Background: an optimization exercise with open tools, aiming at small area, a short achievable clock period and few clock cycles per item. Do not read the settings as production practice.
RTL that was checked went through simulation tests only; none was proved equivalent to the original.
For run 3, only the layout was checked, not whether the RTL still works.
Power is estimated from default activity; no workload was simulated.

`design/flow/design.v`:
```
package scfc_pkg;
  localparam logic [2:0] OP_WRITE      = 3'd0;
  localparam logic [2:0] OP_CONSUME    = 3'd1;
  localparam logic [2:0] OP_WIN_UPDATE = 3'd2;
  localparam logic [2:0] OP_SHUTDOWN   = 3'd3;
  localparam logic [2:0] OP_PEER_CLOSE = 3'd4;
  localparam logic [2:0] OP_RESET      = 3'd5;
  localparam logic [2:0] OP_CLOSE      = 3'd6;
  localparam logic [1:0] MODE_OPEN      = 2'd0;
  localparam logic [1:0] MODE_HC_LOCAL  = 2'd1;
  localparam logic [1:0] MODE_HC_REMOTE = 2'd2;
  localparam logic [1:0] MODE_CLOSED    = 2'd3;
  localparam logic [1:0] KIND_STATUS     = 2'd0;
  localparam logic [1:0] KIND_DATA       = 2'd1;
  localparam logic [1:0] KIND_WIN_UPDATE = 2'd2;
  localparam logic [1:0] KIND_CLOSE      = 2'd3;
  localparam logic [2:0] STAT_OK       = 3'd0;
  localparam logic [2:0] STAT_CLOSED   = 3'd1;
  localparam logic [2:0] STAT_WAIT     = 3'd2;
  localparam logic [2:0] STAT_BUSY     = 3'd3;
  localparam logic [2:0] STAT_ABORTED  = 3'd4;
  localparam logic [2:0] STAT_TOO_LONG = 3'd5;
  localparam logic [15:0] LIM_RST     = 16'd16384;    
  localparam logic [30:0] HALF_RST    = 31'd131072;   
  localparam logic [31:0] CREDIT_RST  = 32'd262144;
endpackage
module scfc_add #(parameter int W = 16)
(
  input  logic [W-1:0] a,
  input  logic [W-1:0] b,
  input  logic         ci,
  output logic [W-1:0] s,
  output logic         co
);
  logic [W-1:0] p, g, pp, gg;
  always_comb begin
    p  = a ^ b;
    g  = a & b;
    pp = p;
    gg = g;
    gg[0] = g[0] | (p[0] & ci);
    for (int l = 0; (1 << l) < W; l++) begin
      for (int j = (2 << l) - 1; j < W; j += (2 << l)) begin
        gg[j] = gg[j] | (pp[j] & gg[j - (1 << l)]);
        pp[j] = pp[j] & pp[j - (1 << l)];
      end
    end
    for (int l = 4; l >= 0; l--) begin
      if ((2 << l) < W) begin
        for (int j = 3 * (1 << l) - 1; j < W; j += (2 << l)) begin
          gg[j] = gg[j] | (pp[j] & gg[j - (1 << l)]);
          pp[j] = pp[j] & pp[j - (1 << l)];
        end
      end
    end
    s  = p ^ {gg[W-2:0], ci};
    co = gg[W-1];
  end
endmodule
module scfc_front
(
  input  logic        req_valid,
  input  logic [2:0]  req_type,
  input  logic [31:0] req_amount,
  output logic        keep,
  output logic        req_w,
  output logic        req_wu,
  output logic        big
);
  assign keep = req_valid && (req_type != 3'd7);
  assign big  = |req_amount[31:16];
  assign req_w  = (req_type == 3'd0);
  assign req_wu = (req_type == 3'd2);
endmodule
module scfc_queue
(
  input  logic        clk,
  input  logic        rst,
  input  logic        keep,
  input  logic        big,
  input  logic [2:0]  req_type,
  input  logic        req_w,
  input  logic        req_wu,
  input  logic [31:0] req_amount,
  input  logic        pop,
  input  logic        drn_nx,
  input  logic        ov_nx,
  input  logic        rsp_ready,
  output logic        req_ready,
  output logic        q_valid,
  output logic [2:0]  q_type,
  output logic        q_w,
  output logic        q_wu,
  output logic        q_sin,
  output logic        sel_p,
  output logic        sel_c,
  output logic        q_big,
  output logic [31:0] q_amount
);
  logic load, q_valid_nx, rr_a, rr_b;
  assign load       = !q_valid || pop;
  assign q_valid_nx = !rst && (load ? keep : q_valid);
  always_ff @(posedge clk) begin
    rr_a <= !q_valid_nx || (!drn_nx && !ov_nx);
    rr_b <= !drn_nx;
  end
  assign req_ready = rr_a || (rr_b && rsp_ready);
  always_ff @(posedge clk) begin
    if (rst) begin
      q_valid <= 1'b0;
    end else if (load) begin
      q_valid <= keep;
    end
  end
  always_ff @(posedge clk) begin
    if (load) begin
      q_type   <= req_type;
      q_w      <= req_w;
      q_wu     <= req_wu;
      q_big    <= big;
      q_amount <= req_amount;
      q_sin    <= req_type[1];
    end
  end
  always_ff @(posedge clk) begin
    sel_p <= !drn_nx && (load ? req_w  : q_w);
    sel_c <= !drn_nx && (load ? req_wu : q_wu);
  end
endmodule
module scfc_back
(
  input  logic        clk,
  input  logic        rst,
  input  logic        cfg_valid,
  output logic        cfg_ready,
  input  logic [1:0]  cfg_index,
  input  logic [31:0] cfg_data,
  output logic        rsp_valid,
  input  logic        rsp_ready,
  output logic [1:0]  rsp_frame_kind,
  output logic [31:0] rsp_frame_length,
  output logic [2:0]  rsp_status,
  output logic        rsp_last,
  output logic [1:0]  rsp_session_state,
  input  logic        q_valid,
  input  logic [2:0]  q_type,
  input  logic        q_w,
  input  logic        q_wu,
  input  logic        q_big,
  input  logic [31:0] q_amount,
  input  logic        q_sin,
  input  logic        sel_p,
  input  logic        sel_c,
  output logic        drn_nx,
  output logic        ov_nx,
  output logic        pop
);
  logic [15:0] lim;
  logic [30:0] half;
  logic [1:0]  mode, mode_n;
  logic [31:0] credit, credit_n;
  logic [15:0] pend, pend_n;
  logic [31:0] unack, unack_n;
  logic        uz, uz_n;   
  logic        drn, drn_n;
  logic        fx, fx_n;
  logic        ov;
  logic [1:0]  o_kind, kind_n;
  logic [15:0] o_len, len_n;
  logic [2:0]  o_stat, stat_n;
  logic        o_last, last_n;
  logic        word;
  logic adv;
  logic pnz, cnz;
  assign cfg_ready = 1'b1;
  assign adv       = !ov || rsp_ready;
  assign pop       = q_valid && !drn && adv;
  assign drn_nx    = !rst && (adv ? drn_n : drn);
  assign ov_nx     = !rst && (adv ? word : ov);
  assign pnz       = |pend;
  assign cnz       = |credit;
  logic [15:0] P;
  logic [31:0] C;
  assign P = pend   | (sel_p ? q_amount[15:0] : 16'd0);
  assign C = credit | (sel_c ? q_amount : 32'd0);
  logic [15:0] X, d_px, d_cp, d_cl, c_hi_dec;
  logic        ge_px, ge_cp, ge_cl;
  logic        c_hi, p_lt_l, c_lt;
  logic        data;
  logic [15:0] chunk, P2;
  logic [31:0] C2;
  assign X = fx ? o_len[15:0] : lim;
  scfc_add #(16) u_px (.a(P),        .b(~X),    .ci(1'b1), .s(d_px),     .co(ge_px));
  scfc_add #(16) u_cp (.a(C[15:0]),  .b(~P),    .ci(1'b1), .s(d_cp),     .co(ge_cp));
  scfc_add #(16) u_cl (.a(C[15:0]),  .b(~lim),  .ci(1'b1), .s(d_cl),     .co(ge_cl));
  scfc_add #(16) u_cd (.a(C[31:16]), .b(16'hFFFF), .ci(1'b0), .s(c_hi_dec), .co());
  assign c_hi   = |C[31:16];
  assign p_lt_l = !ge_px;
  assign c_lt   = !c_hi && !ge_cp && !ge_cl;
  assign data   = (|P) && (|C);
  always_comb begin
    if (c_lt) begin
      chunk = C[15:0];
      C2    = 32'd0;
    end else if (p_lt_l) begin
      chunk = P;
      C2    = {ge_cp ? C[31:16] : c_hi_dec, d_cp};
    end else begin
      chunk = lim;
      C2    = {ge_cl ? C[31:16] : c_hi_dec, d_cl};
    end
    if (fx) begin
      P2 = d_px;
    end else if (c_lt) begin
      P2 = P;
    end else if (p_lt_l) begin
      P2 = 16'd0;
    end else begin
      P2 = d_px;
    end
  end
  logic [31:0] s_in, s_sum, s_sat;
  logic        s_co;
  assign s_in  = q_sin ? credit : (uz ? 32'd0 : unack);
  scfc_add #(32) u_sum (.a(s_in), .b(q_amount), .ci(1'b0), .s(s_sum), .co(s_co));
  assign s_sat = s_co ? 32'hFFFF_FFFF : s_sum;
  logic [33:0] cx, cy, cz, cs, cc, ct;
  logic        ge;
  assign cx = {2'b00, uz ? 32'd0 : unack};
  assign cy = {2'b00, q_amount};
  assign cz = {3'b111, ~half};
  assign cs = cx ^ cy ^ cz;
  assign cc = {(cx[32:0] & cy[32:0]) | (cx[32:0] & cz[32:0]) | (cy[32:0] & cz[32:0]), 1'b1};
  scfc_add #(34) u_ge (.a(cs), .b(cc), .ci(1'b0), .s(ct), .co());
  assign ge = !ct[33];
  always_comb begin
    mode_n   = mode;
    credit_n = credit;
    pend_n   = pend;
    unack_n  = unack;
    uz_n     = uz;
    drn_n    = drn;
    fx_n     = 1'b0;
    word     = 1'b0;
    kind_n   = scfc_pkg::KIND_STATUS;
    len_n    = 16'd0;
    stat_n   = scfc_pkg::STAT_OK;
    last_n   = 1'b1;
    if (drn) begin
      word     = 1'b1;
      pend_n   = P2;
      credit_n = C2;
      if (data) begin
        kind_n = scfc_pkg::KIND_DATA;
        len_n  = chunk;
        last_n = 1'b0;
        fx_n   = c_lt;
      end else begin
        stat_n = pnz ? scfc_pkg::STAT_WAIT : scfc_pkg::STAT_OK;
        drn_n  = 1'b0;
      end
    end else if (q_valid) begin
      word = 1'b1;
      unique case (q_type)
        scfc_pkg::OP_WRITE: begin
          if (mode[0]) begin
            stat_n = scfc_pkg::STAT_CLOSED;
          end else if (pnz) begin
            stat_n = scfc_pkg::STAT_BUSY;
          end else if (q_big) begin
            stat_n = scfc_pkg::STAT_TOO_LONG;
          end else begin
            pend_n   = P2;
            credit_n = C2;
            if (data) begin
              kind_n = scfc_pkg::KIND_DATA;
              len_n  = chunk;
              last_n = 1'b0;
              drn_n  = 1'b1;
              fx_n   = c_lt;
            end else begin
              stat_n = (|P) ? scfc_pkg::STAT_WAIT : scfc_pkg::STAT_OK;
            end
          end
        end
        scfc_pkg::OP_CONSUME: begin
          unack_n = s_sat;
          uz_n    = ge;
          if (ge) begin
            kind_n = scfc_pkg::KIND_WIN_UPDATE;
          end
        end
        scfc_pkg::OP_WIN_UPDATE: begin
          if (pnz && !cnz) begin
            pend_n   = P2;
            credit_n = C2;
            if (data) begin
              kind_n = scfc_pkg::KIND_DATA;
              len_n  = chunk;
              last_n = 1'b0;
              drn_n  = 1'b1;
              fx_n   = c_lt;
            end else begin
              stat_n = scfc_pkg::STAT_WAIT;
            end
          end else begin
            credit_n = s_sat;
            if (pnz) begin
              word  = 1'b0;
              drn_n = 1'b1;
            end
          end
        end
        scfc_pkg::OP_SHUTDOWN: begin
          if (mode == scfc_pkg::MODE_OPEN) begin
            mode_n = scfc_pkg::MODE_HC_LOCAL;
            kind_n = scfc_pkg::KIND_CLOSE;
          end else if (mode == scfc_pkg::MODE_HC_REMOTE) begin
            mode_n = scfc_pkg::MODE_CLOSED;
            kind_n = scfc_pkg::KIND_CLOSE;
          end else begin
            stat_n = scfc_pkg::STAT_CLOSED;
          end
        end
        scfc_pkg::OP_PEER_CLOSE: begin
          if (mode == scfc_pkg::MODE_HC_LOCAL) begin
            mode_n = scfc_pkg::MODE_CLOSED;
          end else if (mode == scfc_pkg::MODE_OPEN) begin
            mode_n = scfc_pkg::MODE_HC_REMOTE;
          end
        end
        scfc_pkg::OP_RESET: begin
          pend_n = 16'd0;
          mode_n = scfc_pkg::MODE_CLOSED;
          stat_n = pnz ? scfc_pkg::STAT_ABORTED : scfc_pkg::STAT_OK;
        end
        scfc_pkg::OP_CLOSE: begin
          pend_n = 16'd0;
          mode_n = scfc_pkg::MODE_CLOSED;
          stat_n = pnz ? scfc_pkg::STAT_ABORTED : scfc_pkg::STAT_OK;
          if (mode != scfc_pkg::MODE_CLOSED) begin
            kind_n = scfc_pkg::KIND_CLOSE;
          end
        end
        default: begin
          word = 1'b0;
        end
      endcase
    end
  end
  always_ff @(posedge clk) begin
    if (rst) begin
      mode  <= scfc_pkg::MODE_OPEN;
      pend  <= 16'd0;
      uz    <= 1'b1;
      drn   <= 1'b0;
      fx    <= 1'b0;
      ov    <= 1'b0;
    end else if (adv) begin
      mode  <= mode_n;
      pend  <= pend_n;
      unack <= unack_n;
      uz    <= uz_n;
      drn   <= drn_n;
      fx    <= fx_n;
      ov    <= word;
    end
  end
  always_ff @(posedge clk) begin
    if (adv) begin
      o_kind <= kind_n;
      o_len  <= len_n;
      o_stat <= stat_n;
      o_last <= last_n;
    end
  end
  always_ff @(posedge clk) begin
    if (rst) begin
      lim    <= scfc_pkg::LIM_RST;
      half   <= scfc_pkg::HALF_RST;
      credit <= scfc_pkg::CREDIT_RST;
    end else begin
      if (cfg_valid && cfg_index == 2'd0) begin
        lim <= (cfg_data[15:11] == 5'd0) ? 16'd2048 : cfg_data[15:0];
      end
      if (cfg_valid && cfg_index == 2'd1) begin
        half <= cfg_data[31:1];
      end
      if (cfg_valid && cfg_index == 2'd2) begin
        credit <= cfg_data;
      end else if (adv) begin
        credit <= credit_n;
      end
    end
  end
  assign rsp_valid         = ov;
  assign rsp_frame_kind    = o_kind;
  assign rsp_frame_length  = (o_kind == scfc_pkg::KIND_WIN_UPDATE) ? unack : {16'd0, o_len};
  assign rsp_status        = o_stat;
  assign rsp_last          = o_last;
  assign rsp_session_state = mode;
endmodule
module stream_credit_flow_control
(
  input  logic        clk,
  input  logic        rst,
  input  logic        req_valid,
  output logic        req_ready,
  input  logic [2:0]  req_type,
  input  logic [31:0] req_amount,
  output logic        rsp_valid,
  input  logic        rsp_ready,
  output logic [1:0]  rsp_frame_kind,
  output logic [31:0] rsp_frame_length,
  output logic [2:0]  rsp_status,
  output logic        rsp_last,
  output logic [1:0]  rsp_session_state,
  input  logic        cfg_valid,
  output logic        cfg_ready,
  input  logic [1:0]  cfg_index,
  input  logic [31:0] cfg_data
);
  logic        keep, big, pop;
  logic        q_valid, q_big;
  logic [2:0]  q_type;
  logic        req_w, req_wu, q_w, q_wu, q_sin, sel_p, sel_c, drn_nx, ov_nx;
  logic [31:0] q_amount;
  scfc_front u_front (
    .req_valid  (req_valid),
    .req_type   (req_type),
    .req_amount (req_amount),
    .keep       (keep),
    .req_w      (req_w),
    .req_wu     (req_wu),
    .big        (big)
  );
  scfc_queue u_queue (
    .clk        (clk),
    .rst        (rst),
    .keep       (keep),
    .big        (big),
    .req_type   (req_type),
    .req_w      (req_w),
    .req_wu     (req_wu),
    .req_amount (req_amount),
    .pop        (pop),
    .drn_nx     (drn_nx),
    .ov_nx      (ov_nx),
    .rsp_ready  (rsp_ready),
    .req_ready  (req_ready),
    .q_valid    (q_valid),
    .q_type     (q_type),
    .q_w        (q_w),
    .q_wu       (q_wu),
    .q_sin      (q_sin),
    .sel_p      (sel_p),
    .sel_c      (sel_c),
    .q_big      (q_big),
    .q_amount   (q_amount)
  );
  scfc_back u_back (
    .clk               (clk),
    .rst               (rst),
    .cfg_valid         (cfg_valid),
    .cfg_ready         (cfg_ready),
    .cfg_index         (cfg_index),
    .cfg_data          (cfg_data),
    .rsp_valid         (rsp_valid),
    .rsp_ready         (rsp_ready),
    .rsp_frame_kind    (rsp_frame_kind),
    .rsp_frame_length  (rsp_frame_length),
    .rsp_status        (rsp_status),
    .rsp_last          (rsp_last),
    .rsp_session_state (rsp_session_state),
    .q_valid           (q_valid),
    .q_type            (q_type),
    .q_w               (q_w),
    .q_wu              (q_wu),
    .q_sin             (q_sin),
    .sel_p             (sel_p),
    .sel_c             (sel_c),
    .drn_nx            (drn_nx),
    .ov_nx             (ov_nx),
    .q_big             (q_big),
    .q_amount          (q_amount),
    .pop               (pop)
  );
endmodule
```
`design/flow/config.mk`:
```
export PLATFORM = sky130hd
export DESIGN_NAME = stream_credit_flow_control
export DESIGN_NICKNAME = stream_credit_flow_control
export VERILOG_FILES = /design/flow/design.v
export SDC_FILE = /design/flow/constraint.sdc
export NUM_CORES = 4
export LEC_CHECK = 0
export CAP_MARGIN = 20
export CORE_MARGIN = 2
export CORE_UTILIZATION = 55
export CTS_CLUSTER_DIAMETER = 150
export CTS_CLUSTER_SIZE = 50
export PLACE_DENSITY = 0.8
export SETUP_SLACK_MARGIN = 5.0
export SLEW_MARGIN = 20
```
`design/flow/standard.sh`:
```
#!/bin/bash
# synth_recipe.tcl (not shown) runs the flow's synth.tcl, then flattens the netlist and writes it again
# the make line also repeats each setting of config.mk as NAME=value (left out here)
make -C /OpenROAD-flow-scripts/flow DESIGN_CONFIG=/design/flow/config.mk WORK_HOME=/design/flow/orfs CLKGATE_MAP_FILE= SYNTH_SCRIPT=/design/flow/synth_recipe.tcl "${@:-finish}"
```
`design/flow/flow/run.sh`:
```
#!/bin/bash
# The standard layout, with the port buffers made from the smallest buffer cell.
set -euo pipefail
export BUFFER_PORTS_ARGS="-buffer_cell sky130_fd_sc_hd__buf_1"
bash standard.sh > standard.log 2>&1
```
`design/flow/constraint.sdc`:
```
create_clock -name core_clock -period 9.0 [get_ports {clk}]
set_input_delay 1.8000 -clock core_clock [delete_from_list [all_inputs] [get_ports {clk}]]
set_output_delay 1.8000 -clock core_clock [all_outputs]
set_load 0.01 [all_outputs]
```
==> results of run 1 <==
-- tightest hold or removal path, stage by stage, from the launching register on --
cell     delay, ns
dfxtp_1       0.31
nand2_1       0.05
a21oi_1       0.05
-- power by group --
group          switching, W  internal (W)  total (W)
combinational      0.000434      0.000297   0.000731
sequential        0.0000538      0.000979    0.00103
clock              0.000378      0.000395   0.000773
-- sequential cells by signal, indices dropped and copies added, names as in the netlist, 2 cells and up --
name              cells
u_back.mode           2
u_back.unack         32
u_back.o_kind         2
u_queue.q_type        3
u_back.pend          16
u_back.credit        32
u_back.half          31
u_back.o_len         16
u_back.o_stat         3
u_queue.q_amount     32
u_back.lim           16
-- area by class of cell --
type	count	area share [%]
inverters	136	3.24
clock buffers	19	2.67
multi-input cells	1273	56.8
well taps	341	2.57
repair buffers	147	4.60
flip-flops and latches	198	29.4
clock inverters	13	0.732
-- synth_stat cells, types with 30 or more instances --
master    number  area share [%]
nor2_1        77             1.9
nand2_1      255             6.4
clkbuf_1      72             1.8
nand3_1       32             1.1
a21o_1        55             2.8
nand2b_1      34             1.4
inv_1        135             3.4
edfxtp_1      90              18
xnor2_1       30             1.8
ha_1         116             9.7
dfxtp_1      108              15
fa_1          71             9.5
o21ai_0       96             3.2
a21oi_1      141             4.7
nor3_1        49             1.6
-- timing repair --
action | in CTS | in global routing
setup endpoints to repair | 96 | 54
pin swaps | 3 | 9
resized for setup | 29 | 39
setup buffers | 5 | 4
cloned | 0 | 2
-- worst max-delay path by stage --
stage	endpoint	slack, ns	startpoint	cells past startpoint
after floorplan	u_back.unack[0]	5.00	rst	3
after global placement	u_back.credit[23]	3.96	u_queue.q_type[1]	20
after detailed placement	u_back.credit[23]	3.86	u_queue.q_type[1]	20
after CTS	u_back.credit[23]	4.88	u_queue.q_type[1]	20
after global routing	u_back.credit[29]	4.86	u_queue.q_type[1]	17
final	req_ready	5.05	rsp_ready	3
-- routing by layer --
metal  wire, µm  global-route usage [%]  vias to the layer above
met3       5490                    6.50                      138
met1      18500                    44.4                     6495
met5          0                       0                        -
li1           -                       -                     6104
met2      21400                    51.8                      833
met4       1680                    12.6                        0
-- logic make-up (layout without fill, tap and decap cells) --
kind of cell | count (synthesis) | after routing | share of synthesized area, %
DFF | 198 | 198 | 32.6
and+or+nand+nor | 556 | 556 | 17.3
muxes | 51 | 51 | 3.63
adders and majority gates | 187 | 187 | 19.3
xor gates and xnor gates | 45 | 45 | 2.64
other | 1 | 1 | 0.0252
buffers and inverters | 223 | 315 | 5.76
AOI/OAI and AO/OA | 433 | 433 | 18.7
-- layout by cell type (no fill, tap or decap), drive strengths merged, types with 15 or more instances in the layout --
cell type,instances
xor2,15
nand2b,34
and2,19
clkbuf,23
buf,143
mux2,24
edfxtp,90
nand3,32
ha,116
nor4,23
a22oi,26
nor3,49
nand2,255
nor2b,29
a21oi,141
inv,141
o21a,15
a21o,55
xnor2,30
fa,71
a211oi,28
mux2i,27
nor2,77
o21ai,97
dfxtp,108
-- stage by stage --
step | util, % | total power [W] | hold slack [ns]
final | 61.8 | 0.00254 | 0.457
after global routing | 61.8 | 0.00264 | 0.471
after CTS | 60.9 | 0.00250 | 0.457
after detailed placement | 58.3 | 0.00173 | 0.447
after global placement | 58.3 | 0.00171 | 0.442
after floorplan | - | 0.00152 | 0.436
==> run notes, run 1 <==
* Status: timing/DRC/antenna clean
* Hold Vio Cnt, Final at 0
* Post-route setup TNS at 0 ns
* # DRC at 0
* GRT Residual Overflow at 0
* Syn_nets at 1955
* I/O pin total at 117
* Worst hold path endpoint: u_back.half[16]
* Nets at 2034
* Yosys reg bits at 198
* CTS sink count at 198
* Mapped cell area at 14900 µm²
* Crit path max fanout at 2
* Die footprint at 28400 µm²
* Iter 0 DRT Violations at 1546
* Initial core utilization at 55.6%
* Largest net degree at the start of global routing at 60
* CTS Buf Count at 17
* Vias after detailed routing at 13600
* Ratio of cells with drive above 1 in the final layout at 8.62%
* Die Y at 169 µm
* Max Slew Vio Count at 0
* # H-tree levels at 4
* Netlist cell types at 66
* Die Wd at 169 µm
* Area of the multi-input gates at 9410 µm²
* Post-route ant nets at 0
* Row count at 60
* Crit-path max cell delay at 0.15 ns
* Post-layout min period at 3.95 ns
* Required @ worst endpoint at 7.20 ns
* Critical R2R Capture: u_back.credit[29]
* Setup WS pre-CTS at 3.86 ns
* R2R depth at 17
* Setup violators final at 0
* Min-Delay Path Class: reg -> reg
* Synth Warn # at 5
* Final worst clock skew at 0.0154 ns
* First-pass GRT wire length at 72100 µm
* Register area at 4870 µm²
* Max-cap violations at 0
* RSZ-0062 raised after global routing: true
* Fmax at 253 MHz
* Fin crit share at 43.9%
* Final Cell Area at 16600 µm²
* Slowest CP cell: a21o_1
* Pleak at 6.82 nW
* CP endpoint kind: output pin
* Initial antenna violation count at 0
* Syn_area_per_cell at 8.80 µm²
* Slew HR at 27.5%
* Synthesis-to-layout area growth at 11.2%
* Iteration count of the initial detailed-routing pass at 6
* Worst Hold Launch: u_back.half[16]
* Measured slew at the worst slew-check pin at 1.09 ns
* Commonest register cell after synthesis: dfxtp_1
* N_diodes at 0
* Family with the most delay on the worst path: buffers and inverters
* PnR worst setup slack at 5.05 ns
* Maximum buffer depth of the clock tree at 2
* Critical path type: in -> out
* Clk pin slew, worst setup/hold paths at 0.07 ns
* Hold Crit Depth at 2
* Pwr/cell area at 153 nW/µm²
* Total track usage at 32.7%
* Root Driver: clkbuf_16
* Startpoint class of the critical path: input port
* Cell Chain, Critical Path: buf_1 > a21o_1 > clkbuf_2
* FILL cells at 2249
* Area of the core at 26800 µm²
* Placed cells at 2084
* Detailed Route WL at 47100 µm
* Seq/Total Area, Yosys at 32.6%
* IO buf count at 115
* CTS tree: built
* Hold buffer count at CTS at 0
* Routed WL per cell at 22.1 µm
* Post-synth ARST share at 0%
* Worst path bufs/invs at 2
* Vias per inst at 6.38
* CP arrival at 2.15 ns
* Post-DP Area at 15600 µm²
* Vias in the first global route at 13200
* Post-synth EDFFs at 90
* R2r setup slk at 5.07 ns
* R2R Path Start: u_queue.q_type[1]
* Peak VDD IR at 0.132 mV
* Final HPWL DP at 34200 µm
* Final non-filler cell total at 2127
* Post-Syn Instances at 1694
* Insertion delay to the later sink of the worst-skew pair at 0.44 ns
* Routability cong. at 1.00
Testbench counts, summed over its fixed seeds: cycles 7,795, items 3,200.
==> run 2: changes to the inputs <==
--- a/design/flow/config.mk
+++ b/design/flow/config.mk
@@ -10,6 +10,5 @@
 export CORE_UTILIZATION = 55
 export CTS_CLUSTER_DIAMETER = 150
 export CTS_CLUSTER_SIZE = 50
-export PLACE_DENSITY = 0.8
 export SETUP_SLACK_MARGIN = 5.0
 export SLEW_MARGIN = 20
==> run notes, run 2 <==
* Measured slew at the worst slew-check pin at 1.07 ns (-0.0148 ns)
* Critical R2R Capture: u_back.credit[29]
* Startpoint class of the critical path: input port
* Placed cells at 2084 (unchanged)
* Final Cell Area at 16800 µm² (+1.5%)
* Slowest CP cell: a21o_1
* Main combinational cell family by area after synthesis: adder cells
* CTS Buf Count at 17 (unchanged)
* Pleak at 6.96 nW (+2.2%)
* Routed met2 length at 21600 µm (+0.77%)
* Most frequent cell on the critical path: buf_1
* Syn_area_per_cell at 8.80 µm² (unchanged)
* Routability cong. at 0.920 (-8.3%)
* Final non-filler cell total at 2144 (+0.80%)
* Die footprint at 28400 µm² (unchanged)
* Net Sw Frac at 34.2% (about the same)
* Peak VDD IR at 0.120 mV (-9.1%)
* Vias after detailed routing at 13300 (-1.9%)
* P_int at 0.00170 W (+1.6%)
* Critical path type: in -> out
* Commonest non-fill, non-tap cell in the layout: nand2_1
* Vias in the first global route at 12700 (-3.9%)
* # H-tree levels at 4 (unchanged)
* Hold buffer count at CTS at 0 (unchanged)
* Post-synthesis adder-cell area fraction at 19.3% (unchanged)
* Worst path bufs/invs at 2 (unchanged)
* XOR/XNOR Fraction of Synth Area at 2.64% (unchanged)
* Iteration count of the initial detailed-routing pass at 5 (-1)
* Clk pin slew, worst setup/hold paths at 0.07 ns (about the same)
* Crit-path max cell delay at 0.14 ns (about the same)
* Register area at 4870 µm² (-0.10%)
* Met3 WL at 4050 µm (-26%)
* R2r setup slk at 5.12 ns (+0.05 ns)
* Post-route setup TNS at 0 ns (unchanged)
* Top cells by area, synth: edfxtp_1, dfxtp_1, ha_1
* Hold Vio Cnt, Final at 0 (unchanged)
* Mux contribution to synthesized area at 3.63% (unchanged)
* Final HPWL DP at 35800 µm (+4.5%)
* Combinational Power Share at 28.6% (-0.2 points)
* Root Driver: clkbuf_16
* Total track usage at 34.7% (+2.0 points)
* Fmax at 254 MHz (+0.25%)
* Post-layout min period at 3.94 ns (-0.00978 ns)
* Most frequent cells in the layout: nand2_1, inv_1, a21oi_1
* Nets at 2051 (+0.84%)
* Worst Hold Launch: u_back.half[11]
* RSZ-0062 raised after global routing: true
* Slew HR at 27.9% (+0.40 points)
* Commonest register cell after synthesis: dfxtp_1
* Row count at 60 (unchanged)
* Area of the core at 26800 µm² (unchanged)
* Clock share of power at 31.3% (+0.8 points)
* Met1 wire length at 22400 µm (+21%)
* CTS tree: built
* Detailed Route WL at 49000 µm (+4.1%)
* Synthesis-to-layout area growth at 12.9%
* Synth Area in Compound Gates at 18.7% (unchanged)
* CP arrival at 2.14 ns (about the same)
* Fin crit share at 43.8% (-0.11 points)
* CTS sink count at 198 (unchanged)
* Final worst clock skew at 0.0150 ns (-0.000379 ns)
* Syn_nets at 1955 (unchanged)
* R2R Path Start: u_queue.q_type[1]
* Max-cap violations at 0 (unchanged)
* Initial antenna violation count at 0 (unchanged)
* Synth Warn # at 5 (unchanged)
* FILL cells at 2425 (+7.8%)
* Die Wd at 169 µm (unchanged)
* Top-count cell post-synth: nand2_1
* Maximum buffer depth of the clock tree at 2 (unchanged)
* Yosys top cell area share at 18.1% (unchanged)
* Crit path max fanout at 2 (unchanged)
* Worst hold path endpoint: u_back.half[11]
* Family with the most delay on the worst path: buffers and inverters
* Post-synth ARST share at 0% (unchanged)
* Seq/Total Area, Yosys at 32.6% (unchanged)
* Mapped cell area at 14900 µm² (unchanged)
* Most instantiated cells after synthesis: nand2_1, a21oi_1, inv_1
* Post-DP Area at 15600 µm² (about the same)
* Status: timing/DRC/antenna clean
* First-pass GRT wire length at 74900 µm (+3.9%)
* R2R depth at 17 (unchanged)
* Post-Syn Instances at 1694 (unchanged)
* Min-Delay Path Class: reg -> reg
* Post-synth EDFFs at 90 (unchanged)
* Initial core utilization at 55.6% (unchanged)
* N_diodes at 0 (unchanged)
* Max Slew Vio Count at 0 (unchanged)
* Cell Chain, Critical Path: buf_1 > a21o_1 > buf_1
* Synth Area in Simple Gates at 17.3% (unchanged)
* I/O pin total at 117 (unchanged)
* Cell taking the most area after synthesis: edfxtp_1
* Ratio of cells with drive above 1 in the final layout at 9.87% (+1.2 points)
* Switch Pwr at 0.000881 W (+1.7%)
* Yosys reg bits at 198 (unchanged)
* Die Y at 169 µm (unchanged)
* Vias per inst at 6.21 (-2.7%)
* Top Registers: u_back.credit (32), u_back.unack (32), u_queue.q_amount (32)
* GRT Residual Overflow at 0 (unchanged)
* IO buf count at 115 (unchanged)
* CP endpoint kind: output pin
* Post-layout utilization of the core at 62.8% (+0.92 points)
* # DRC at 0 (unchanged)
* Part of the power in registers at 40.1% (-0.6 points)
* Setup violators final at 0 (unchanged)
* Iter 0 DRT Violations at 1170 (-24%)
* Hold Crit Depth at 2 (unchanged)
* Netlist cell types at 66 (unchanged)
* Required @ worst endpoint at 7.20 ns (about the same)
* Insertion delay to the later sink of the worst-skew pair at 0.45 ns (about the same)
* Post-route ant nets at 0 (unchanged)
* Pwr/cell area at 153 nW/µm² (+0.16%)
* Highest metal used: met4
* Routed WL per cell at 22.9 µm (+3.3%)
* Largest net degree at the start of global routing at 60 (unchanged)
* Area of the multi-input gates at 9480 µm² (+0.70%)
## run 2: worst register-to-register path: cells and delay by family (launching register included)
kind / cells / cell delay, ns
DFF: 1 / 0.44
buffers and inverters: 4 / 0.55
AOI/OAI and AO/OA: 3 / 0.67
and+or+nand+nor: 6 / 0.85
adders and majority gates: 2 / 0.73
muxes: 1 / 0.34
xor gates and xnor gates: 1 / 0.16
## run 2: area by class of cell
class	instances	area share (%)
clock buffers	17	2.53
clock inverters	15	0.982
inverters	136	3.19
multi-input cells	1273	56.3
flip-flops and latches	198	28.9
well taps	341	2.54
repair buffers	163	5.42
repair inverters	1	0.0669
## run 2: through the flow
stage               setup slack [ns]  hold slack [ns]  total power (W)
floorplan                       5.00            0.436          0.00152
global placement                3.79            0.443          0.00173
detailed placement              3.71            0.448          0.00174
CTS                             4.95            0.459          0.00255
global route                    4.92            0.471          0.00269
finish                          5.06            0.458          0.00258
## run 2: layer usage
layer  vias to the layer above  track usage, %
met3                        64            5.19
met5                         -               0
met4                         0            8.02
met1                      6491            51.4
met2                       617            53.7
li1                       6138               -
## run 2: cell families (layout without fill, tap and decap cells)
| family | Yosys count | in the layout |
|---|---|---|
| buf+inv | 223 | 332 |
| xor+xnor | 45 | 45 |
| flops | 198 | 198 |
| mux | 51 | 51 |
| fa+ha+maj | 187 | 187 |
| simple gates | 556 | 556 |
| other cells | 1 | 1 |
| compound gates | 433 | 433 |
## run 2: power by group through the flow
stage	Clock [W]	Sequential [W]	Combinational [W]
2_1_floorplan	0	0.00103	0.000498
3_3_place_gp	0	0.00105	0.000675
3_5_place_dp	0	0.00105	0.000687
4_1_cts	0.000810	0.00103	0.000708
5_1_grt	0.000839	0.00104	0.000817
6_report	0.000806	0.00103	0.000738
## run 2: repair_timing
item                                   in CTS  in global routing
gates cloned                                1                  1
setup buffers                               5                 20
pin swaps                                   6                 14
resized for setup                          41                 39
setup endpoints to repair                  96                 65
endpoints found under the hold margin       0                  0
## run 2: how the worst max path moves through the flow
stage	start	depth (start not counted)	endpoint	slack [ns]
floorplan	rst	3	u_back.unack[0]	5.00
global placement	u_queue.q_type[1]	20	u_back.credit[23]	3.79
detailed placement	u_queue.q_type[1]	20	u_back.credit[23]	3.71
CTS	u_queue.q_type[1]	20	u_back.credit[23]	4.95
global route	u_queue.q_type[1]	17	u_back.credit[29]	4.92
finish	rsp_ready	3	req_ready	5.06
==> run 3: changes to the inputs <==
--- a/design/flow/design.v
+++ b/design/flow/design.v
@@ -119,7 +119,7 @@
       q_wu     <= req_wu;
       q_big    <= big;
       q_amount <= req_amount;
-      q_sin    <= req_type[1];
+      q_sin    <= req_type[1] && !req_type[0];
     end
   end
   always_ff @(posedge clk) begin
==> run notes, run 3 <==
* Crit path from: rsp_ready
* Cell taking the most area after synthesis: edfxtp_1
* R2R depth at 7 (-10)
* Post-route ant nets at 0 (unchanged)
* Final Cell Area at 16800 µm² (-0.25%)
* Routability cong. at 0.932 (+1.3%)
* Fin crit share at 43.9% (+0.075 points)
* Root Driver: clkbuf_16
* Part of the power in registers at 41.3% (+1.2 points)
* Clk pin slew, worst setup/hold paths at 0.09 ns (+0.02 ns)
* Vias per inst at 6.20 (-0.14%)
* I/O pin total at 117 (unchanged)
* Top cells by area, synth: edfxtp_1, dfxtp_1, ha_1
* Post-DP Area at 15900 µm² (+1.5%)
* P_int at 0.00166 W (-2.5%)
* Net Sw Frac at 33.6% (-0.58 points)
* Syn_nets at 1975 (+1.0%)
* Maximum buffer depth of the clock tree at 2 (unchanged)
* Critical R2R Capture: u_back.o_len[3]
* Yosys top cell area share at 18.0% (-0.15 points)
* Min-Delay Path Class: reg -> reg
* Syn_area_per_cell at 8.87 µm² (+0.79%)
* Hold Vio Cnt, Final at 0 (unchanged)
* Setup violators final at 0 (unchanged)
* Post-synth ARST share at 0% (unchanged)
* Post-layout utilization of the core at 62.1% (-0.68 points)
* Status: timing/DRC/antenna clean
* Post-layout min period at 3.95 ns (+0.00672 ns)
* Initial antenna violation count at 0 (unchanged)
* Switch Pwr at 0.000837 W (-5.0%)
* Measured slew at the worst slew-check pin at 0.969 ns (-0.102 ns)
* Hold Crit Depth at 2 (unchanged)
* Die footprint at 29000 µm² (+1.9%)
* # H-tree levels at 4 (unchanged)
* CP endpoint kind: output pin
* R2R Path Start: u_queue.q_amount[11]
* CTS Buf Count at 17 (unchanged)
* Commonest non-fill, non-tap cell in the layout: nand2_1
* RSZ-0062 raised after global routing: false
* Synth Warn # at 5 (unchanged)
* Post-synth EDFFs at 91 (+1.1%)
* Critical path endpoint: req_ready
* Vias in the first global route at 13100 (+3.7%)
* Post-Syn Instances at 1714 (+1.2%)
* Insertion delay to the later sink of the worst-skew pair at 0.47 ns (+0.02 ns)
* IO buf count at 115 (unchanged)
* Iter 0 DRT Violations at 1302 (+11%)
* Most instantiated cells after synthesis: nand2_1, a21oi_1, inv_1
* Vias after detailed routing at 13300 (+0.28%)
* Row count at 60 (unchanged)
* Initial core utilization at 56.2% (+0.63 points)
* Startpoint class of the critical path: input port
* Critical path type: in -> out
* Commonest register cell after synthesis: dfxtp_1
* Post-route setup TNS at 0 ns (unchanged)
* Netlist cell types at 76 (+15%)
* Register area at 4900 µm² (+0.62%)
* CP arrival at 2.15 ns (about the same)
* Die Y at 170 µm (+0.96%)
* Top-count cell post-synth: nand2_1
* Routed WL per cell at 22.7 µm (-0.78%)
* # DRC at 0 (unchanged)
* Crit path max fanout at 2 (unchanged)
* Pwr/cell area at 149 nW/µm² (-3.1%)
* Fmax at 253 MHz (-0.17%)
* Combinational Power Share at 26.8% (-1.8 points)
* Ratio of cells with drive above 1 in the final layout at 8.17% (-1.7 points)
* CTS tree: built
* Required @ worst endpoint at 7.20 ns (about the same)
* R2r setup slk at 5.14 ns (+0.02 ns)
* GRT Residual Overflow at 0 (unchanged)
* Area of the multi-input gates at 9560 µm² (+0.92%)
* N_diodes at 0 (unchanged)
* Overall Power at 0.00249 W (-3.3%)
* CTS sink count at 199 (+0.51%)
* Peak VDD IR at 0.134 mV (+12%)
* Max-cap violations at 0 (unchanged)
* Die Wd at 170 µm (+0.96%)
* Area of the core at 27000 µm² (+0.84%)
* Hold buffer count at CTS at 0 (unchanged)
* Synthesis-to-layout area growth at 10.4%
* FILL cells at 2450 (+1.0%)
* Iteration count of the initial detailed-routing pass at 6 (+1)
* Detailed Route WL at 48900 µm (-0.37%)
* Top Registers: u_back.credit (32), u_back.unack (32), u_queue.q_amount (32)
* Total track usage at 34.2% (-0.46 points)
* Clock share of power at 31.9% (+0.6 points)
* Max Slew Vio Count at 0 (unchanged)
* Largest net degree at the start of global routing at 73 (+22%)
* Final HPWL DP at 35700 µm (-0.25%)
* Final worst clock skew at 0.0196 ns (+0.00457 ns)
* Pleak at 7.04 nW (+1.1%)
* Seq/Total Area, Yosys at 32.2% (-0.44 points)
* Mapped cell area at 15200 µm² (+2.0%)
* Most frequent cells in the layout: nand2_1, inv_1, a21oi_1
* Nets at 2060 (+0.44%)
* Yosys reg bits at 199 (+0.51%)
* First-pass GRT wire length at 74900 µm (about the same)
* Slew HR at 35.4% (+7.5 points)
## run 3: cell types whose count changed after synthesis, moves of 12 or more
cell      previous run  this run
a22oi_1             26        11
nand3_1             32        20
o21ai_1              0        29
xnor2_1             30        14
nor2_1              77        97
o211ai_1            11        28
clkbuf_1            72        56
a211oi_1            28        16
o21ai_0             96        61
nor3_1              49        36
## run 3: kinds of logic after synthesis
family,after synthesis,share of synthesized area (%)
buffers and inverters,215,5.75
DFF,199,32.2
AOI/OAI and AO/OA,434,18.7
adders and majority gates,187,18.9
xor gates and xnor gates,39,2.25
muxes,49,3.50
and+or+nand+nor,590,18.7
other,1,0.0247
## run 3: timing repair
action | 4_1_cts | 5_1_grt
setup buffers | 3 | 5
gates cloned | 1 | 2
resized for setup | 14 | 22
endpoints found under the setup margin | 71 | 87
pin swaps | 2 | 2
## run 3: layer usage
metal  part of all wire [%]  GRT usage (%)  up-vias
met3                    8.7           6.21      102
met1                     43           47.4     6396
li1                       -              -     6177
met4                    3.4           12.4        0
met2                     45           53.7      672
met5                      0              0        -
## run 3: cell type report
class / count / share of cell area (%)
Timing Repair Buffer: 149 / 4.80
Sequential cell: 199 / 29.2
Tap cell: 341 / 2.54
Inverter: 131 / 2.93
Clock inverter: 13 / 0.835
Clock buffer: 19 / 2.70
Multi-Input combinational cell: 1301 / 57.0
## run 3: how the worst min path moves through the flow
stage	slack, ns	from	endpoint
final	0.46	u_back.half[21]	u_back.half[21]
after global routing	0.48	u_back.half[20]	u_back.half[20]
after CTS	0.46	u_back.half[7]	u_back.half[7]
after detailed placement	0.45	u_back.half[7]	u_back.half[7]
after global placement	0.44	u_back.half[15]	u_back.half[15]
after floorplan	0.44	u_back.half[0]	u_back.half[0]
## run 3: worst max-delay path, cell delays in order
cell	delay, ns
buf_1	0.08
a21o_1	0.15
buf_1	0.12
## run 3: power by group through the flow
stage	logic (W)	clock network [W]	registers, W
6_report	0.000667	0.000795	0.00103
5_1_grt	0.000744	0.000831	0.00103
4_1_cts	0.000647	0.000803	0.00103
3_5_place_dp	0.000619	0	0.00105
3_3_place_gp	0.000610	0	0.00105
2_1_floorplan	0.000460	0	0.00103
## run 3: stage by stage
| step | instances | hold slack [ns] | setup slack, ns |
|---|---|---|---|
| 2_1_floorplan | 1714 | 0.436 | 5.21 |
| 3_3_place_gp | 2107 | 0.444 | 4.43 |
| 3_5_place_dp | 2109 | 0.451 | 4.62 |
| 4_1_cts | 2145 | 0.462 | 5.00 |
| 5_1_grt | 2153 | 0.479 | 5.00 |
| 6_report | 2153 | 0.460 | 5.05 |
==> run 4: changes to the inputs <==
--- a/design/flow/design.v
+++ b/design/flow/design.v
@@ -89,8 +89,6 @@
   output logic        req_ready,
   output logic        q_valid,
   output logic [2:0]  q_type,
-  output logic        q_w,
-  output logic        q_wu,
   output logic        q_sin,
   output logic        sel_p,
   output logic        sel_c,
@@ -115,16 +113,14 @@
   always_ff @(posedge clk) begin
     if (load) begin
       q_type   <= req_type;
-      q_w      <= req_w;
-      q_wu     <= req_wu;
       q_big    <= big;
       q_amount <= req_amount;
       q_sin    <= req_type[1] && !req_type[0];
     end
   end
   always_ff @(posedge clk) begin
-    sel_p <= !drn_nx && (load ? req_w  : q_w);
-    sel_c <= !drn_nx && (load ? req_wu : q_wu);
+    sel_p <= !drn_nx && (load ? req_w  : (q_type == 3'd0));
+    sel_c <= !drn_nx && (load ? req_wu : (q_type == 3'd2));
   end
 endmodule
 module scfc_back
@@ -144,8 +140,6 @@
   output logic [1:0]  rsp_session_state,
   input  logic        q_valid,
   input  logic [2:0]  q_type,
-  input  logic        q_w,
-  input  logic        q_wu,
   input  logic        q_big,
   input  logic [31:0] q_amount,
   input  logic        q_sin,
@@ -423,7 +417,7 @@
   logic        keep, big, pop;
   logic        q_valid, q_big;
   logic [2:0]  q_type;
-  logic        req_w, req_wu, q_w, q_wu, q_sin, sel_p, sel_c, drn_nx, ov_nx;
+  logic        req_w, req_wu, q_sin, sel_p, sel_c, drn_nx, ov_nx;
   logic [31:0] q_amount;
   scfc_front u_front (
     .req_valid  (req_valid),
@@ -450,8 +444,6 @@
     .req_ready  (req_ready),
     .q_valid    (q_valid),
     .q_type     (q_type),
-    .q_w        (q_w),
-    .q_wu       (q_wu),
     .q_sin      (q_sin),
     .sel_p      (sel_p),
     .sel_c      (sel_c),
@@ -474,8 +466,6 @@
     .rsp_session_state (rsp_session_state),
     .q_valid           (q_valid),
     .q_type            (q_type),
-    .q_w               (q_w),
-    .q_wu              (q_wu),
     .q_sin             (q_sin),
     .sel_p             (sel_p),
     .sel_c             (sel_c),
--- a/design/flow/config.mk
+++ b/design/flow/config.mk
@@ -10,5 +10,5 @@
 export CORE_UTILIZATION = 55
 export CTS_CLUSTER_DIAMETER = 150
 export CTS_CLUSTER_SIZE = 50
-export SETUP_SLACK_MARGIN = 5.0
+export SETUP_SLACK_MARGIN = 4.8
 export SLEW_MARGIN = 20
==> run notes, run 4 <==
* Total track usage at 34.7% (+0.47 points)
* Max Slew Vio Count at 0 (unchanged)
* Synth Warn # at 5 (unchanged)
* Most frequent cells in the layout: nand2_1, a21oi_1, inv_1
* Maximum buffer depth of the clock tree at 2 (unchanged)
* Measured slew at the worst slew-check pin at 1.18 ns (+0.207 ns)
* GRT Residual Overflow at 0 (unchanged)
* Net Sw Frac at 33.5% (-0.034 points)
* Critical path type: reg -> reg
* Clk pin slew, worst setup/hold paths at 0.08 ns (about the same)
* Crit-path max cell delay at 0.58 ns (+0.43 ns)
* CTS sink count at 197 (-1.0%)
* Yosys top cell area share at 18.3% (+0.30 points)
* Largest net degree at the start of global routing at 68 (-6.8%)
* Setup violators final at 0 (unchanged)
* First-pass GRT wire length at 74700 µm (-0.25%)
* Vias per inst at 6.15 (-0.85%)
* Switch Pwr at 0.000806 W (-3.7%)
* Top cells by area, synth: edfxtp_1, dfxtp_1, ha_1
* Routability cong. at 0.923 (-1.0%)
* RSZ-0062 raised after global routing: true
* Commonest non-fill, non-tap cell in the layout: nand2_1
* # H-tree levels at 4 (unchanged)
* Post-route setup TNS at 0 ns (unchanged)
* Cell Chain, Critical Path: a21o_1 > ha_1 > inv_1 > fa_1 > a211oi_1 > o21a_1 > a211oi_1 > or3_1 > a21o_1 > a21o_1 > fa_1 > xnor2_1 > o21ai_0 > a21oi_1 > a211oi_1
* I/O pin total at 117 (unchanged)
* PnR worst setup slack at 4.90 ns (-0.145 ns)
* Hold Crit Depth at 2 (unchanged)
* Status: timing/DRC/antenna clean
* Crit path max fanout at 17 (+15)
* Peak VDD IR at 0.144 mV (+7.0%)
* Routed WL per cell at 23.0 µm (+1.5%)
* Pwr/cell area at 145 nW/µm² (-2.2%)
* Synthesis-to-layout area growth at 10.7%
* Combinational Power Share at 24.6% (-2.2 points)
* CTS Buf Count at 17 (unchanged)
* Cell taking the most area after synthesis: edfxtp_1
* P_int at 0.00160 W (-3.5%)
* Nets at 2046 (-0.68%)
* N_diodes at 0 (unchanged)
* Iteration count of the initial detailed-routing pass at 5 (-1)
* Syn_nets at 1961 (-0.71%)
* CTS tree: built
* Setup WS pre-CTS at 4.47 ns (-0.150 ns)
* CP endpoint kind: register
* Yosys reg bits at 197 (-1.0%)
* Initial core utilization at 55.8% (-0.47 points)
* Final worst clock skew at 0.0165 ns (-0.00310 ns)
* Post-layout min period at 4.10 ns (+0.145 ns)
* Required @ worst endpoint at 9.36 ns (+2.16 ns)
* Post-synth EDFFs at 91 (unchanged)
* Final HPWL DP at 36500 µm (+2.5%)
* Mapped cell area at 14900 µm² (-1.7%)
* Slew HR at 20.9% (-14 points)
* Post-route ant nets at 0 (unchanged)
* Row count at 60 (unchanged)
* Clock share of power at 33.2% (+1.3 points)
* Netlist cell types at 70 (-7.9%)
* Part of the power in registers at 42.3% (+1.0 points)
* Commonest register cell after synthesis: dfxtp_1
* Fmax at 244 MHz (-3.5%)
* Initial antenna violation count at 0 (unchanged)
* Ratio of cells with drive above 1 in the final layout at 7.29% (-0.88 points)
* Hold Vio Cnt, Final at 0 (unchanged)
* CP arrival at 4.45 ns (+2.30 ns)
* Most instantiated cells after synthesis: nand2_1, a21oi_1, inv_1
* Min-Delay Path Class: reg -> reg
* Die footprint at 28500 µm² (-1.6%)
* # DRC at 0 (unchanged)
* Startpoint class of the critical path: register
* Insertion delay to the later sink of the worst-skew pair at 0.45 ns (-0.02 ns)
* Die Wd at 169 µm (-0.82%)
* Root Driver: clkbuf_16
* Vias after detailed routing at 13100 (-1.5%)
* Syn_area_per_cell at 8.79 µm² (-0.85%)
* Vias in the first global route at 12600 (-4.4%)
* Area of the core at 26800 µm² (-0.83%)
* Die Y at 169 µm (-0.82%)
* Placed cells at 2095 (-0.66%)
* Pleak at 6.78 nW (-3.7%)
* Seq/Total Area, Yosys at 32.5% (+0.28 points)
* R2R depth at 15 (+8)
* Top Registers: u_back.credit (32), u_back.unack (32), u_queue.q_amount (32)
* Post-Syn Instances at 1700 (-0.82%)
* Fin crit share at 45.5% (+1.6 points)
* Slowest CP cell: dfxtp_2
* Top-count cell post-synth: nand2_1
* Post-synth ARST share at 0% (unchanged)
* Final non-filler cell total at 2139 (-0.65%)
* Max-cap violations at 0 (unchanged)
* Detailed Route WL at 49200 µm (+0.80%)
* Iter 0 DRT Violations at 1369 (+5.1%)
* IO buf count at 115 (unchanged)
## run 4: changes by cell type after synthesis, sizes merged, moves of 9 or more
cell,change
nand2b,+9
xnor2,+14
xor2,-9
buf,-14
nand3,+14
a21oi,+42
a21o,-9
nor3,-25
a221oi,-16
clkbuf,+10
o21bai,-9
o21ai,-12
## run 4: timing repair
action | in CTS | in global routing
setup buffers | 3 | 7
hold buffers | 0 | 0
pin swaps | 1 | 2
cloned | 0 | 1
setup endpoints to repair | 66 | 61
resized for setup | 9 | 23
## run 4: metal layers
layer / track usage [%] / vias up / wire length (µm)
li1: - / 6140 / -
met1: 49.0 / 6337 / 21600
met2: 53.7 / 598 / 21800
met3: 7.93 / 72 / 4700
met4: 9.33 / 0 / 1170
met5: 0 / - / 0
## run 4: area by class of cell
type | instances | area (µm²)
tap | 341 | 427
clock buffer | 17 | 425
sequential | 197 | 4860
inverter | 130 | 488
clock inverter | 15 | 160
fill | 2385 | 10300
multi-input combinational | 1293 | 9440
timing repair buffer | 146 | 743
## run 4: cell families (layout without fill, tap and decap cells)
kind of cell | Yosys count | after routing | share of synthesized area, %
XOR/XNOR | 44 | 44 | 2.58
AO/OA/AOI/OAI | 439 | 439 | 18.2
buffers and inverters | 210 | 308 | 5.41
multiplexers | 55 | 55 | 3.94
other | 1 | 1 | 0.0251
adder cells (fa/ha/maj) | 187 | 187 | 19.2
AND/OR/NAND/NOR | 567 | 567 | 18.1
flip-flops | 197 | 197 | 32.5
## run 4: through the flow
stage	utilization [%]	hold slack, ns	total power, W	area [µm²]
2_1_floorplan	-	0.436	0.00141	14900
4_1_cts	61.0	0.459	0.00239	16300
3_3_place_gp	58.6	0.444	0.00159	15700
3_5_place_dp	58.6	0.448	0.00160	15700
5_1_grt	61.7	0.480	0.00251	16500
6_report	61.7	0.456	0.00240	16500
## run 4: worst paths after layout
kind	start	end	slack (ns)
worst max-delay path	u_queue.sel_p	u_back.credit[15]	4.90
worst min register to register	u_back.half[15]	u_back.half[15]	0.46
worst max register to register	u_queue.sel_p	u_back.credit[15]	4.90
worst min-delay path	u_back.half[15]	u_back.half[15]	0.46
## run 4: power by group through the flow
stage / clock, W / combinational [W] / sequential, W
2_1_floorplan: 0 / 0.000401 / 0.00101
3_3_place_gp: 0 / 0.000558 / 0.00103
3_5_place_dp: 0 / 0.000566 / 0.00103
4_1_cts: 0.000804 / 0.000572 / 0.00101
5_1_grt: 0.000835 / 0.000653 / 0.00102
6_report: 0.000797 / 0.000590 / 0.00102
## run 4: worst max-delay path, delay by kind of cell (launching register included)
| kind | cells | cell delay (ns) |
|---|---|---|
| AOI/OAI and AO/OA | 9 | 1.89 |
| xor gates and xnor gates | 1 | 0.14 |
| adders and majority gates | 3 | 0.97 |
| buffers and inverters | 1 | 0.05 |
| DFF | 1 | 0.58 |
| and+or+nand+nor | 1 | 0.38 |
Testbench counts of run 4, summed over its fixed seeds: cycles 7,795, items 3,200.
==> run 5: changes to the inputs <==
--- a/design/flow/config.mk
+++ b/design/flow/config.mk
@@ -10,5 +10,5 @@
 export CORE_UTILIZATION = 55
 export CTS_CLUSTER_DIAMETER = 150
 export CTS_CLUSTER_SIZE = 50
-export SETUP_SLACK_MARGIN = 4.8
+export SETUP_SLACK_MARGIN = 5.0
 export SLEW_MARGIN = 20
==> run notes, run 5 <==
* CP endpoint kind: output pin
* Switch Pwr at 0.000814 W (+1.0%)
* Most instantiated cells after synthesis: nand2_1, a21oi_1, inv_1
* Final HPWL DP at 38000 µm (+4.0%)
* Root Driver: clkbuf_16
* Die footprint at 28500 µm² (unchanged)
* Top-count cell post-synth: nand2_1
* Hold Crit Depth at 2 (unchanged)
* Max-cap violations at 0 (unchanged)
* Initial core utilization at 55.8% (unchanged)
* Part of the power in registers at 42.6% (+0.3 points)
* Post-Syn Instances at 1700 (unchanged)
* Area of the core at 26800 µm² (unchanged)
* Post-route ant nets at 0 (unchanged)
* I/O pin total at 117 (unchanged)
* Cell taking the most area after synthesis: edfxtp_1
* Most frequent cells in the layout: nand2_1, a21oi_1, inv_1
* Measured slew at the worst slew-check pin at 1.08 ns (-0.0999 ns)
* CP arrival at 2.15 ns (-2.30 ns)
* P_int at 0.00157 W (-1.5%)
* Clock share of power at 32.2% (-1.0 points)
* Critical path type: in -> out
* Yosys reg bits at 197 (unchanged)
* Post-DP Area at 15700 µm² (about the same)
* Synthesis-to-layout area growth at 11.2%
* Vias per inst at 6.28 (+2.2%)
* Startpoint class of the critical path: input port
* Post-route setup TNS at 0 ns (unchanged)
* Die Y at 169 µm (unchanged)
* Top Registers: u_back.credit (32), u_back.unack (32), u_queue.q_amount (32)
* IO buf count at 115 (unchanged)
* Combinational Power Share at 25.1% (+0.5 points)
* Crit path max fanout at 2 (-15)
* Detailed Route WL at 51000 µm (+3.7%)
* CTS Buf Count at 17 (unchanged)
* Clk pin slew, worst setup/hold paths at 0.07 ns (about the same)
* Insertion delay to the later sink of the worst-skew pair at 0.47 ns (+0.02 ns)
* Final Cell Area at 16600 µm² (+0.51%)
* Hold Vio Cnt, Final at 0 (unchanged)
* Net Sw Frac at 34.1% (+0.57 points)
* Min-Delay Path Class: reg -> reg
* Peak VDD IR at 0.139 mV (-3.5%)
* # DRC at 0 (unchanged)
* Fin crit share at 43.9% (-1.6 points)
* CTS tree: built
* Pwr/cell area at 144 nW/µm² (-1.2%)
* Iteration count of the initial detailed-routing pass at 7 (+2)
* Final worst clock skew at 0.0187 ns (+0.00223 ns)
* Row count at 60 (unchanged)
* Total track usage at 36.1% (+1.4 points)
* Slew HR at 27.6% (+6.7 points)
* Pleak at 6.81 nW (+0.40%)
* Commonest register cell after synthesis: dfxtp_1
* Setup violators final at 0 (unchanged)
* Cell Chain, Critical Path: buf_1 > a21o_1 > buf_1
* Initial antenna violation count at 1 (+1)
* FILL cells at 2446 (+2.6%)
* RSZ-0062 raised after global routing: true
* Post-layout min period at 3.95 ns (-0.144 ns)
* Ratio of cells with drive above 1 in the final layout at 8.13% (+0.84 points)
* Syn_area_per_cell at 8.79 µm² (unchanged)
* Netlist cell types at 70 (unchanged)
* Post-synth EDFFs at 91 (unchanged)
* Vias in the first global route at 13000 (+3.5%)
* Final non-filler cell total at 2137 (-0.094%)
* Vias after detailed routing at 13400 (+2.1%)
* Status: timing/DRC/antenna clean
* Commonest non-fill, non-tap cell in the layout: nand2_1
* Worst Hold Launch: u_back.half[13]
* First-pass GRT wire length at 77000 µm (+3.1%)
* Synth Warn # at 5 (unchanged)
* Most frequent cell on the critical path: buf_1
* N_diodes at 0 (unchanged)
* Max Slew Vio Count at 0 (unchanged)
* Fmax at 253 MHz (+3.6%)
* Mapped cell area at 14900 µm² (unchanged)
* Worst hold path endpoint: u_back.half[13]
* R2R depth at 14 (-1)
* GRT Residual Overflow at 0 (unchanged)
* Largest net degree at the start of global routing at 67 (-1.5%)
* Top cells by area, synth: edfxtp_1, dfxtp_1, ha_1
* Worst path bufs/invs at 2 (+1)
* Crit-path max cell delay at 0.15 ns (-0.43 ns)
* Syn_nets at 1961 (unchanged)
* Slowest CP cell: a21o_1
* Maximum buffer depth of the clock tree at 2 (unchanged)
* R2r setup slk at 5.11 ns (+0.21 ns)
* Placed cells at 2094 (-0.048%)
* Routability cong. at 0.968 (+4.9%)
* Family with the most delay on the worst path: buffers and inverters
* Die Wd at 169 µm (unchanged)
* Post-synth ARST share at 0% (unchanged)
* Nets at 2044 (-0.098%)
* Yosys top cell area share at 18.3% (unchanged)
* # H-tree levels at 4 (unchanged)
* Routed WL per cell at 23.9 µm (+3.8%)
* Seq/Total Area, Yosys at 32.5% (unchanged)
* Crit path from: rsp_ready
* Critical R2R Capture: u_back.credit[20]
* R2R Path Start: u_queue.q_amount[0]
* CTS sink count at 197 (unchanged)
* Required @ worst endpoint at 7.20 ns (-2.16 ns)
* Iter 0 DRT Violations at 1360 (-0.66%)
==> run 5: cell types whose count changed in the layout (fill, tap and decap cells not counted), moves of 3 or more <==
cell	delta
clkinv_4	+4
a21oi_1	-7
buf_6	+3
a21oi_2	+8
buf_4	-6
==> run 5: timing repair <==
action                                  in CTS  in global routing
endpoints found under the setup margin      68                 77
pin swaps                                    2                  5
resized for setup                           19                 27
hold endpoints to repair                     0                  0
hold buffers                                 0                  0
setup buffers                                2                  6
gates cloned                                 1                  2
==> run 5: how the worst max path moves through the flow <==
stage	endpoint	slack [ns]	depth (start not counted)
5_1_grt	u_back.credit[22]	4.90	15
6_report	req_ready	5.05	3
3_5_place_dp	u_back.credit[22]	4.34	17
4_1_cts	u_back.credit[22]	4.91	17
3_3_place_gp	u_back.pend[10]	4.23	9
2_1_floorplan	u_back.credit[22]	5.08	16
==> run 5: power by group through the flow <==
stage | clock (W) | sequential (W) | combinational, W
2_1_floorplan | 0 | 0.00101 | 0.000401
3_3_place_gp | 0 | 0.00103 | 0.000558
3_5_place_dp | 0 | 0.00103 | 0.000565
4_1_cts | 0.000772 | 0.00101 | 0.000577
5_1_grt | 0.000807 | 0.00102 | 0.000661
6_report | 0.000770 | 0.00102 | 0.000600
==> run 5: cell families after synthesis <==
group / count (synthesis) / synth area share [%]
compound gates: 439 / 18.2
xor+xnor: 44 / 2.58
fa+ha+maj: 187 / 19.2
buf+inv: 210 / 5.41
flops: 197 / 32.5
mux: 55 / 3.94
other cells: 1 / 0.0251
simple gates: 567 / 18.1
==> run 5: per-layer routing <==
metal	vias to the layer above	GRT usage, %	part of all wire, %
met5	-	0	0
met2	718	56.0	44
met4	0	12.6	3.2
li1	6127	-	-
met3	99	8.18	10
met1	6476	49.9	42
==> run 5: metrics by stage <==
step                      worst slack, ns  total power [W]  utilization [%]  hold WS (ns)
after floorplan                      5.08          0.00141                -         0.436
after global placement               4.23          0.00159             58.5         0.443
after detailed placement             4.34          0.00160             58.7         0.448
after CTS                            4.91          0.00236             61.2         0.459
after global routing                 4.90          0.00249             62.0         0.474
final                                5.05          0.00239             62.0         0.457
==> run 5: layout make-up <==
type                    count  area [µm²]  area share (%)
multi-input cells        1293        9500            57.2
flip-flops and latches    197        4860            29.2
repair buffers            144         782            4.70
inverters                 130         488            2.94
well taps                 341         427            2.57
clock buffers              17         425            2.56
clock inverters            15         138           0.828
==> run 5: tightest hold or removal path, cell delays in order, from the launching register on <==
cell and delay, ns:
dfxtp_1 0.31, nand2_1 0.05, a21oi_1 0.05

==> port drivers added, routing unchanged <==
Ports are ideal in the flow. The routed layouts listed here were re-timed in OpenROAD. Step 1 (the two cells are an assumption about what drives the block):
set clk [get_ports {clk}]
set_driving_cell -lib_cell sky130_fd_sc_hd__clkbuf_16 $clk
set_driving_cell -lib_cell sky130_fd_sc_hd__buf_2 [delete_from_list [all_inputs] $clk]
Step 2 also shifts input and output timing later by t, the mid clock arrival at the registers, as if the neighbouring blocks saw the same clock. Three values: no drivers, after step 1, after step 2; two values: the first two.
run	t (ns)	slack for setup (ns)	worst setup path at the end	slew at the worst register clock pin (ns)	cell pins on the clock port's net
run 1	0.490	5.046 / 5.020 / 4.883	input to register	0.08 / 0.08	1
run 2	0.495	5.056 / 5.035 / 4.984	input to register	0.09 / 0.09	1
run 3	0.512	5.049 / 5.029 / 4.690	input to register	0.09 / 0.09	1
run 4	0.498	4.905 / 4.905 / 4.514	input to register	0.09 / 0.09	1
run 5	0.511	5.049 / 5.029 / 4.771	input to register	0.09 / 0.09	1
After both steps setup and hold are still met in every run listed. The setup slack of run 4, which loses most, moves by 0.000 ns with the drivers and by -0.391 ns with both steps.
